Context: an optimization exercise on an open-source flow, tuned for small area and a short achievable clock period. The choices shown serve that exercise and are no tape-out recipe. RTL that was checked went through simulation tests only; none was proved equivalent to the original. Power figures rest on the tool's default switching activity, not on a simulated workload.

==> flow/design.v (excerpt) <==
module norm_rnd
(
    input  wire          clk,
    input  wire          reset,
    input  wire  [105:0] fract_in,
    input  wire  [10:0]  exp_in,
    input  wire          sign,
    input  wire  [1:0]   r_mode,
    output logic [52:0]  fract_out,
    output logic [10:0]  exp_out,
    output logic         dn_out,
    output logic         ine_out,
    output logic         overflow_out,
    output logic         infinite_out
);
Size: ~2,400 cells after synthesis, about 68 flip-flops, ~190 I/O pins, about 0.013 sq mm of cells after synthesis.
==> module normalizer, before the edit <==
module normalizer
(
    input  wire  [105:0] fract_in,
    input  wire  [10:0]  exp_in,
    output logic [52:0]  trunc_out,    
    output logic         guard_out,    
    output logic         sticky_out,   
    output logic [10:0]  exp_out,      
    output logic [10:0]  exp_inc_out,  
    output logic         denorm_out,
    output logic         kill_out,     
    output logic         exp_ovf_out,  
    output logic         exp_top_out   
);
    logic [10:0]  e1;        
    logic [6:0]   lz;
    logic [6:0]   sh;        
    logic [7:0]   eq;        
    logic [7:0]   gt;        
    logic [7:0]   lt;        
    assign e1 = {exp_in[10:1], exp_in[0] | ~|exp_in[10:1]};
    lead_zero_count u_lzc
    (
        .fract (fract_in),
        .count (lz)
    );
    always_comb
    begin
        eq[7] = ~|e1[10:7];
        gt[7] = 1'b0;
        lt[7] = |e1[10:7];
        for (int k = 6; k >= 0; k--)
        begin
            sh[k]  = lt[k+1] ? lz[k] : gt[k+1] ? e1[k] : (lz[k] & e1[k]);
            gt[k]  = gt[k+1] | (eq[k+1] & lz[k] & ~e1[k]);
            lt[k]  = lt[k+1] | (eq[k+1] & ~lz[k] & e1[k]);
            eq[k]  = eq[k+1] & (lz[k] == e1[k]);
        end
    end
    logic [105:0] p6, p5, p4, p3, p2, p1, p0;
    logic [5:0]   drop;
    always_comb
    begin
        for (int i = 0; i < 106; i++)
        begin
            p6[i] = (i >= 64) ? (fract_in[i] | (sh[6] & fract_in[i-64])) :
                    (i >= 42) ? fract_in[i] : (fract_in[i] & ~sh[6]);
            p5[i] = (i >= 74) ? (p6[i] | (sh[5] & p6[i-32])) :
                    (i >= 32) ? (sh[5] ? p6[i-32] : p6[i]) : (p6[i] & ~sh[5]);
            p4[i] = (i >= 90) ? (p5[i] | (sh[4] & p5[i-16])) :
                    (i >= 16) ? (sh[4] ? p5[i-16] : p5[i]) : (p5[i] & ~sh[4]);
            p3[i] = (i >= 98) ? (p4[i] | (sh[3] & p4[i-8])) :
                    (i >= 8)  ? (sh[3] ? p4[i-8] : p4[i]) : (p4[i] & ~sh[3]);
            p2[i] = (i >= 102) ? (p3[i] | (sh[2] & p3[i-4])) :
                    (i >= 4)   ? (sh[2] ? p3[i-4] : p3[i]) : (p3[i] & ~sh[2]);
            p1[i] = (i >= 104) ? (p2[i] | (sh[1] & p2[i-2])) :
                    (i >= 2)   ? (sh[1] ? p2[i-2] : p2[i]) : (p2[i] & ~sh[1]);
            p0[i] = (i >= 105) ? (p1[i] | (sh[0] & p1[i-1])) :
                    (i >= 1)   ? (sh[0] ? p1[i-1] : p1[i]) : (p1[i] & ~sh[0]);
        end
        drop[5] = ~sh[5] & (|p6[20:1] | (p6[0] & |sh[4:0]));
        drop[4] = ~sh[4] & |p5[36:21];
        drop[3] = ~sh[3] & |p4[44:37];
        drop[2] = ~sh[2] & |p3[48:45];
        drop[1] = ~sh[1] & |p2[50:49];
        drop[0] = ~sh[0] & p1[51];
    end
    assign trunc_out   = p0[105:53];
    assign guard_out   = p0[52];
    assign sticky_out  = |drop;
    assign denorm_out  = gt[0];
    assign exp_out     = exp_in + 11'd1 - {4'b0, sh};
    assign exp_inc_out = exp_in + 11'd2 - {4'b0, sh};
    assign kill_out    = ~|exp_in & ~fract_in[105] & ~fract_in[104];
    assign exp_ovf_out = fract_in[105] & (&exp_in[10:1]);
    assign exp_top_out = (&exp_in[10:2]) &
                         ((fract_in[105] & (exp_in[1:0] == 2'd1 | exp_in[1:0] == 2'd2)) |
                          (~fract_in[105] & fract_in[104] & exp_in[1]) |
                          (fract_in[105:103] == 3'b001 & exp_in[1:0] == 2'd3));
endmodule
Settings: LEC_CHECK=0, ABC_AREA=1, CAP_MARGIN=20, CORE_MARGIN=2, CORE_UTILIZATION=30, SETUP_SLACK_MARGIN=5, SLEW_MARGIN=20, TNS_END_PERCENT=100; clock period 14.0 ns.
standard.sh (not shown) runs the stock make flow with config.mk's settings and CLKGATE_MAP_FILE= SYNTH_SCRIPT=/design/flow/synth_recipe.tcl, a recipe that flattens the netlist after the stock synthesis.
==> flow/flow/run.sh <==
#!/bin/bash
# The standard layout, with plain buf_1 cells as the port buffers instead of
# the delay cells buffer_ports picks by default. Every port still gets its
# own buffer.
set -euo pipefail
export BUFFER_PORTS_ARGS="-buffer_cell sky130_fd_sc_hd__buf_1"
bash standard.sh > standard_flow.log 2>&1
Then changed:
--- a/flow/design.v
+++ b/flow/design.v
@@ -91,30 +91,37 @@
         end
     end
-    logic [105:0] p6, p5, p4, p3, p2, p1, p0;
-    logic [5:0]   drop;
-    always_comb
-    begin
+    logic [105:0] p5, p3, p1, p0;
+    logic [3:0]   d5, d3, d1;
+    logic [3:0]   drop;
+    always_comb
+    begin
+        for (int j = 0; j < 4; j++)
+        begin
+            d5[j] = sh[6:5] == 2'(j);
+            d3[j] = sh[4:3] == 2'(j);
+            d1[j] = sh[2:1] == 2'(j);
+        end
         for (int i = 0; i < 106; i++)
         begin
-            p6[i] = (i >= 64) ? (fract_in[i] | (sh[6] & fract_in[i-64])) :
-                    (i >= 42) ? fract_in[i] : (fract_in[i] & ~sh[6]);
-            p5[i] = (i >= 74) ? (p6[i] | (sh[5] & p6[i-32])) :
-                    (i >= 32) ? (sh[5] ? p6[i-32] : p6[i]) : (p6[i] & ~sh[5]);
-            p4[i] = (i >= 90) ? (p5[i] | (sh[4] & p5[i-16])) :
-                    (i >= 16) ? (sh[4] ? p5[i-16] : p5[i]) : (p5[i] & ~sh[4]);
-            p3[i] = (i >= 98) ? (p4[i] | (sh[3] & p4[i-8])) :
-                    (i >= 8)  ? (sh[3] ? p4[i-8] : p4[i]) : (p4[i] & ~sh[3]);
-            p2[i] = (i >= 102) ? (p3[i] | (sh[2] & p3[i-4])) :
-                    (i >= 4)   ? (sh[2] ? p3[i-4] : p3[i]) : (p3[i] & ~sh[2]);
-            p1[i] = (i >= 104) ? (p2[i] | (sh[1] & p2[i-2])) :
-                    (i >= 2)   ? (sh[1] ? p2[i-2] : p2[i]) : (p2[i] & ~sh[1]);
+            p5[i] = ((i >= 74) ? fract_in[i] : (d5[0] & fract_in[i])) |
+                    ((i >= 32) ? (d5[1] & fract_in[i-32]) : 1'b0) |
+                    ((i >= 64) ? (d5[2] & fract_in[i-64]) : 1'b0) |
+                    ((i >= 96) ? (d5[3] & fract_in[i-96]) : 1'b0);
+            p3[i] = ((i >= 98) ? p5[i] : (d3[0] & p5[i])) |
+                    ((i >= 8)  ? (d3[1] & p5[i-8])  : 1'b0) |
+                    ((i >= 16) ? (d3[2] & p5[i-16]) : 1'b0) |
+                    ((i >= 24) ? (d3[3] & p5[i-24]) : 1'b0);
+            p1[i] = ((i >= 104) ? p3[i] : (d1[0] & p3[i])) |
+                    ((i >= 2) ? (d1[1] & p3[i-2]) : 1'b0) |
+                    ((i >= 4) ? (d1[2] & p3[i-4]) : 1'b0) |
+                    ((i >= 6) ? (d1[3] & p3[i-6]) : 1'b0);
             p0[i] = (i >= 105) ? (p1[i] | (sh[0] & p1[i-1])) :
                     (i >= 1)   ? (sh[0] ? p1[i-1] : p1[i]) : (p1[i] & ~sh[0]);
         end
-        drop[5] = ~sh[5] & (|p6[20:1] | (p6[0] & |sh[4:0]));
-        drop[4] = ~sh[4] & |p5[36:21];
-        drop[3] = ~sh[3] & |p4[44:37];
-        drop[2] = ~sh[2] & |p3[48:45];
-        drop[1] = ~sh[1] & |p2[50:49];
+        drop[3] = d5[0] & (|fract_in[20:1] | (fract_in[0] & |sh[4:0]));
+        drop[2] = (~d3[3] & |p5[28:21]) | ((d3[0] | d3[1]) & |p5[36:29]) |
+                  (d3[0] & |p5[44:37]);
+        drop[1] = (~d1[3] & |p3[46:45]) | ((d1[0] | d1[1]) & |p3[48:47]) |
+                  (d1[0] & |p3[50:49]);
         drop[0] = ~sh[0] & p1[51];
     end
Result:
- area after synthesis rises by 10%
- synthesized cell count increases by 16%
- design area goes up by 12%
- total power grows by 5.0%
- wire length increases by 16%
No run of this note included a check of the RTL's function; only the layout flow was run.

* * *

Another version of the RTL of norm_rnd (not shown whole).
Size in the first run: about 2,200 cells after synthesis, about 68 flip-flops, ~11,000 µm² of cells after synthesis.
## norm_rnd
module norm_rnd
(
    input  wire          clk,
    input  wire          reset,
    input  wire  [105:0] fract_in,
    input  wire  [10:0]  exp_in,
    input  wire          sign,
    input  wire  [1:0]   r_mode,
    output logic [52:0]  fract_out,
    output logic [10:0]  exp_out,
    output logic         dn_out,
    output logic         ine_out,
    output logic         overflow_out,
    output logic         infinite_out
);
==> module normalizer, before the edit <==
module normalizer
(
    input  wire  [105:0] fract_in,
    input  wire  [10:0]  exp_in,
    output logic [52:0]  trunc_out,    
    output logic         guard_out,    
    output logic         sticky_out,   
    output logic [10:0]  exp_out,      
    output logic [10:0]  exp_inc_out,  
    output logic         denorm_out,
    output logic         kill_out,     
    output logic         exp_ovf_out,  
    output logic         exp_top_out   
);
    logic [10:0]  e1;        
    logic [6:0]   lz;
    logic [6:0]   sh;        
    logic [6:0]   bit_gt;    
    logic [6:0]   bit_eq;    
    logic         limited;   
    assign e1 = {exp_in[10:1], exp_in[0] | ~|exp_in[10:1]};
    lead_zero_count u_lzc
    (
        .fract (fract_in),
        .count (lz)
    );
    always_comb
    begin
        for (int k = 0; k < 7; k++)
        begin
            bit_gt[k] = lz[k] & ~e1[k];
            bit_eq[k] = lz[k] ~^ e1[k];
        end
        limited = 1'b0;
        for (int k = 0; k < 7; k++)
        begin
            logic above_eq;
            above_eq = 1'b1;
            for (int j = k + 1; j < 7; j++)
                above_eq = above_eq & bit_eq[j];
            limited = limited | (bit_gt[k] & above_eq);
        end
        limited = limited & ~|e1[10:7];
    end
    assign sh = limited ? e1[6:0] : lz;
    logic [105:0] p6, p5, p4, p3, p2, p1, p0;
    logic [5:0]   drop;
    always_comb
    begin
        for (int i = 0; i < 106; i++)
        begin
            p6[i] = (i >= 64) ? (fract_in[i] | (sh[6] & fract_in[i-64])) :
                    (i >= 42) ? fract_in[i] : (fract_in[i] & ~sh[6]);
            p5[i] = (i >= 74) ? (p6[i] | (sh[5] & p6[i-32])) :
                    (i >= 32) ? (sh[5] ? p6[i-32] : p6[i]) : (p6[i] & ~sh[5]);
            p4[i] = (i >= 90) ? (p5[i] | (sh[4] & p5[i-16])) :
                    (i >= 16) ? (sh[4] ? p5[i-16] : p5[i]) : (p5[i] & ~sh[4]);
            p3[i] = (i >= 98) ? (p4[i] | (sh[3] & p4[i-8])) :
                    (i >= 8)  ? (sh[3] ? p4[i-8] : p4[i]) : (p4[i] & ~sh[3]);
            p2[i] = (i >= 102) ? (p3[i] | (sh[2] & p3[i-4])) :
                    (i >= 4)   ? (sh[2] ? p3[i-4] : p3[i]) : (p3[i] & ~sh[2]);
            p1[i] = (i >= 104) ? (p2[i] | (sh[1] & p2[i-2])) :
                    (i >= 2)   ? (sh[1] ? p2[i-2] : p2[i]) : (p2[i] & ~sh[1]);
            p0[i] = (i >= 105) ? (p1[i] | (sh[0] & p1[i-1])) :
                    (i >= 1)   ? (sh[0] ? p1[i-1] : p1[i]) : (p1[i] & ~sh[0]);
        end
        drop[5] = ~sh[5] & (|p6[20:1] | (p6[0] & |sh[4:0]));
        drop[4] = ~sh[4] & |p5[36:21];
        drop[3] = ~sh[3] & |p4[44:37];
        drop[2] = ~sh[2] & |p3[48:45];
        drop[1] = ~sh[1] & |p2[50:49];
        drop[0] = ~sh[0] & p1[51];
    end
    assign trunc_out   = p0[105:53];
    assign guard_out   = p0[52];
    assign sticky_out  = |drop;
    assign denorm_out  = limited;
    assign exp_out     = limited ? 11'd1 : exp_in + 11'd1 - {4'b0, lz};
    assign exp_inc_out = limited ? 11'd2 : exp_in + 11'd2 - {4'b0, lz};
    assign kill_out    = ~|exp_in & ~fract_in[105] & ~fract_in[104];
    assign exp_ovf_out = fract_in[105] & (&exp_in[10:1]);
    assign exp_top_out = (&exp_in[10:2]) &
                         ((fract_in[105] & (exp_in[1:0] == 2'd1 | exp_in[1:0] == 2'd2)) |
                          (~fract_in[105] & fract_in[104] & exp_in[1]) |
                          (fract_in[105:103] == 3'b001 & exp_in[1:0] == 2'd3));
endmodule
==> module rounder, before the edit <==
module rounder
(
    input  wire          clk,
    input  wire          reset,
    input  wire          sign,
    input  wire  [1:0]   r_mode,
    input  wire  [52:0]  in_trunc,
    input  wire          in_guard,
    input  wire          in_sticky,
    input  wire  [10:0]  in_exp,       
    input  wire  [10:0]  in_exp_inc,   
    input  wire          in_denorm,
    input  wire          in_kill,
    input  wire          in_exp_ovf,
    input  wire          in_exp_top,   
    output logic [52:0]  fract_out,
    output logic [10:0]  exp_out,
    output logic         dn_out,
    output logic         ine_out,
    output logic         overflow_out,
    output logic         infinite_out
);
    logic        inexact;
    logic        round_inc;
    logic        carry;
    logic [52:0] fract_rnd;
    logic        overflow;
    logic        to_inf;
    logic [52:0] fract_next;
    logic [10:0] exp_next;
    assign inexact = in_guard | in_sticky;
    always_comb
    begin
        case (r_mode)
            2'd0:    round_inc = in_guard & (in_sticky | in_trunc[0]);
            2'd1:    round_inc = 1'b0;
            2'd2:    round_inc = inexact & ~sign;
            default: round_inc = inexact & sign;
        endcase
    end
    logic [6:0][52:0] pre;
    logic [52:0]      all;
    always_comb
    begin
        pre[0] = in_trunc;
        for (int l = 1; l < 7; l++)
            for (int i = 0; i < 53; i++)
                if (i[l-1])
                    pre[l][i] = pre[l-1][i] & pre[l-1][((i >> (l - 1)) << (l - 1)) - 1];
                else
                    pre[l][i] = pre[l-1][i];
        all = pre[6];
    end
    assign carry     = round_inc & all[52];
    assign fract_rnd = (in_trunc ^ ({53{round_inc}} & {all[51:0], 1'b1})) | {carry, 52'b0};
    assign overflow = in_exp_ovf | (carry & in_exp_top);
    assign to_inf   = overflow & ((r_mode == 2'd0) | ((r_mode == 2'd2) & ~sign) |
                                  ((r_mode == 2'd3) & sign));
    always_comb
    begin
        if (to_inf | in_kill)
            fract_next = '0;
        else if (overflow)
            fract_next = '1;
        else
            fract_next = fract_rnd;
        if (to_inf)
            exp_next = 11'h7FF;
        else if (overflow)
            exp_next = 11'h7FE;
        else if (in_kill)
            exp_next = 11'd1;
        else
            exp_next = carry ? in_exp_inc : in_exp;
    end
    always_ff @(posedge clk)
    begin
        if (reset)
        begin
            fract_out    <= '0;
            exp_out      <= '0;
            dn_out       <= 1'b0;
            ine_out      <= 1'b0;
            overflow_out <= 1'b0;
            infinite_out <= 1'b0;
        end
        else
        begin
            fract_out    <= fract_next;
            exp_out      <= exp_next;
            dn_out       <= in_denorm;
            ine_out      <= (inexact & ~in_kill) | overflow;
            overflow_out <= overflow;
            infinite_out <= to_inf;
        end
    end
endmodule
==> flow/config.mk <==
export PLATFORM = sky130hd
export DESIGN_NAME = norm_rnd
export DESIGN_NICKNAME = norm_rnd
export VERILOG_FILES = /design/flow/design.v
export SDC_FILE = /design/flow/constraint.sdc
export NUM_CORES = 4
export LEC_CHECK = 0
export ABC_AREA = 1
export CAP_MARGIN = 20
export CORE_MARGIN = 2
export CORE_UTILIZATION = 30
export SETUP_SLACK_MARGIN = 5
export SLEW_MARGIN = 20
export TNS_END_PERCENT = 100
==> flow/constraint.sdc <==
create_clock -name core_clock -period 14.0 [get_ports {clk}]
set_input_delay 2.8000 -clock core_clock [delete_from_list [all_inputs] [get_ports {clk}]]
set_output_delay 2.8000 -clock core_clock [all_outputs]
set_load 0.01 [all_outputs]
Scripts as last shown in full above: flow/flow/run.sh
Rerun with:
--- a/flow/design.v
+++ b/flow/design.v
@@ -67,34 +67,18 @@
 );
     logic [10:0]  e1;        
-    logic [6:0]   lz;
+    logic [105:0] stop;      
     logic [6:0]   sh;        
-    logic [6:0]   bit_gt;    
-    logic [6:0]   bit_eq;    
-    logic         limited;   
+    logic         fzero;
     assign e1 = {exp_in[10:1], exp_in[0] | ~|exp_in[10:1]};
+    always_comb
+    begin
+        for (int i = 0; i < 106; i++)
+            stop[i] = ~|e1[10:7] & (e1[6:0] == 7'(105 - i));
+    end
     lead_zero_count u_lzc
     (
-        .fract (fract_in),
-        .count (lz)
+        .fract (fract_in | stop),
+        .count (sh)
     );
-    always_comb
-    begin
-        for (int k = 0; k < 7; k++)
-        begin
-            bit_gt[k] = lz[k] & ~e1[k];
-            bit_eq[k] = lz[k] ~^ e1[k];
-        end
-        limited = 1'b0;
-        for (int k = 0; k < 7; k++)
-        begin
-            logic above_eq;
-            above_eq = 1'b1;
-            for (int j = k + 1; j < 7; j++)
-                above_eq = above_eq & bit_eq[j];
-            limited = limited | (bit_gt[k] & above_eq);
-        end
-        limited = limited & ~|e1[10:7];
-    end
-    assign sh = limited ? e1[6:0] : lz;
     logic [105:0] p6, p5, p4, p3, p2, p1, p0;
     logic [5:0]   drop;
@@ -128,7 +112,8 @@
     assign guard_out   = p0[52];
     assign sticky_out  = |drop;
-    assign denorm_out  = limited;
-    assign exp_out     = limited ? 11'd1 : exp_in + 11'd1 - {4'b0, lz};
-    assign exp_inc_out = limited ? 11'd2 : exp_in + 11'd2 - {4'b0, lz};
+    assign fzero       = ~|fract_in;
+    assign denorm_out  = ~p0[105] & ~(fzero & (|e1[10:7] | (e1[6:0] >= 7'd106)));
+    assign exp_out     = exp_in + 11'd1 - {4'b0, sh};
+    assign exp_inc_out = exp_in + 11'd2 - {4'b0, sh};
     assign kill_out    = ~|exp_in & ~fract_in[105] & ~fract_in[104];
     assign exp_ovf_out = fract_in[105] & (&exp_in[10:1]);
@@ -181,16 +166,17 @@
         endcase
     end
-    logic [6:0][52:0] pre;
-    logic [52:0]      all;
-    always_comb
-    begin
-        pre[0] = in_trunc;
+    logic [7*53-1:0] pre;
+    logic [52:0]     all;
+    always_comb
+    begin
+        pre[52:0] = in_trunc;
         for (int l = 1; l < 7; l++)
             for (int i = 0; i < 53; i++)
-                if (i[l-1])
-                    pre[l][i] = pre[l-1][i] & pre[l-1][((i >> (l - 1)) << (l - 1)) - 1];
+                if (((i >> (l - 1)) & 1) == 1)
+                    pre[53*l + i] = pre[53*(l-1) + i] &
+                                    pre[53*(l-1) + ((i >> (l - 1)) << (l - 1)) - 1];
                 else
-                    pre[l][i] = pre[l-1][i];
-        all = pre[6];
+                    pre[53*l + i] = pre[53*(l-1) + i];
+        all = pre[7*53-1:6*53];
     end
     assign carry     = round_inc & all[52];
Utilization went down by 1.4 points.
Total power went up by about 6.5%.
Synthesized cell count went up by 11%.
Cell area went up by 7.3%.
Final cell count went up by 8.5%.
Sequential share of layout area went down by 0.71 points.
Clock power went up by about 8%.
Routed wire length went up by 11%.
Maximum frequency barely changes.
For the second run of this note, only the layout was checked, not whether the RTL still works.

## static timing again, ports no longer ideal
Ports are ideal in the flow. The routed layouts listed here were re-timed in OpenROAD.
Step 1 assumes that a clkbuf_16 drives the clock port and a buf_2 every other input.
Step 2, shift: input delay + t, output delay - t, t = (earliest + latest rising clock arrival at the registers) / 2. This alone moves slack from input paths to output paths.
Slacks: ideal ports / drivers / drivers and shift; pairs: ideal ports / drivers.
| run | t (ns) | setup WS [ns] | worst setup path after step 2 |
|---|---|---|---|
| the first run of note 1 | 0.389 | 5.515 / 5.546 / 5.158 | input to register |
| the second run of note 1 | 0.385 | 5.361 / 5.389 / 5.004 | input to register |
| the first run of note 2 | 0.392 | 5.324 / 5.352 / 4.960 | input to register |
| the second run of note 2 | 0.382 | 5.334 / 5.348 / 4.966 | input to register |
After both steps every run listed still meets setup and hold. For the second run of note 2, which loses most, drivers alone change the setup slack by +0.014 ns; drivers and shift together by -0.368 ns.
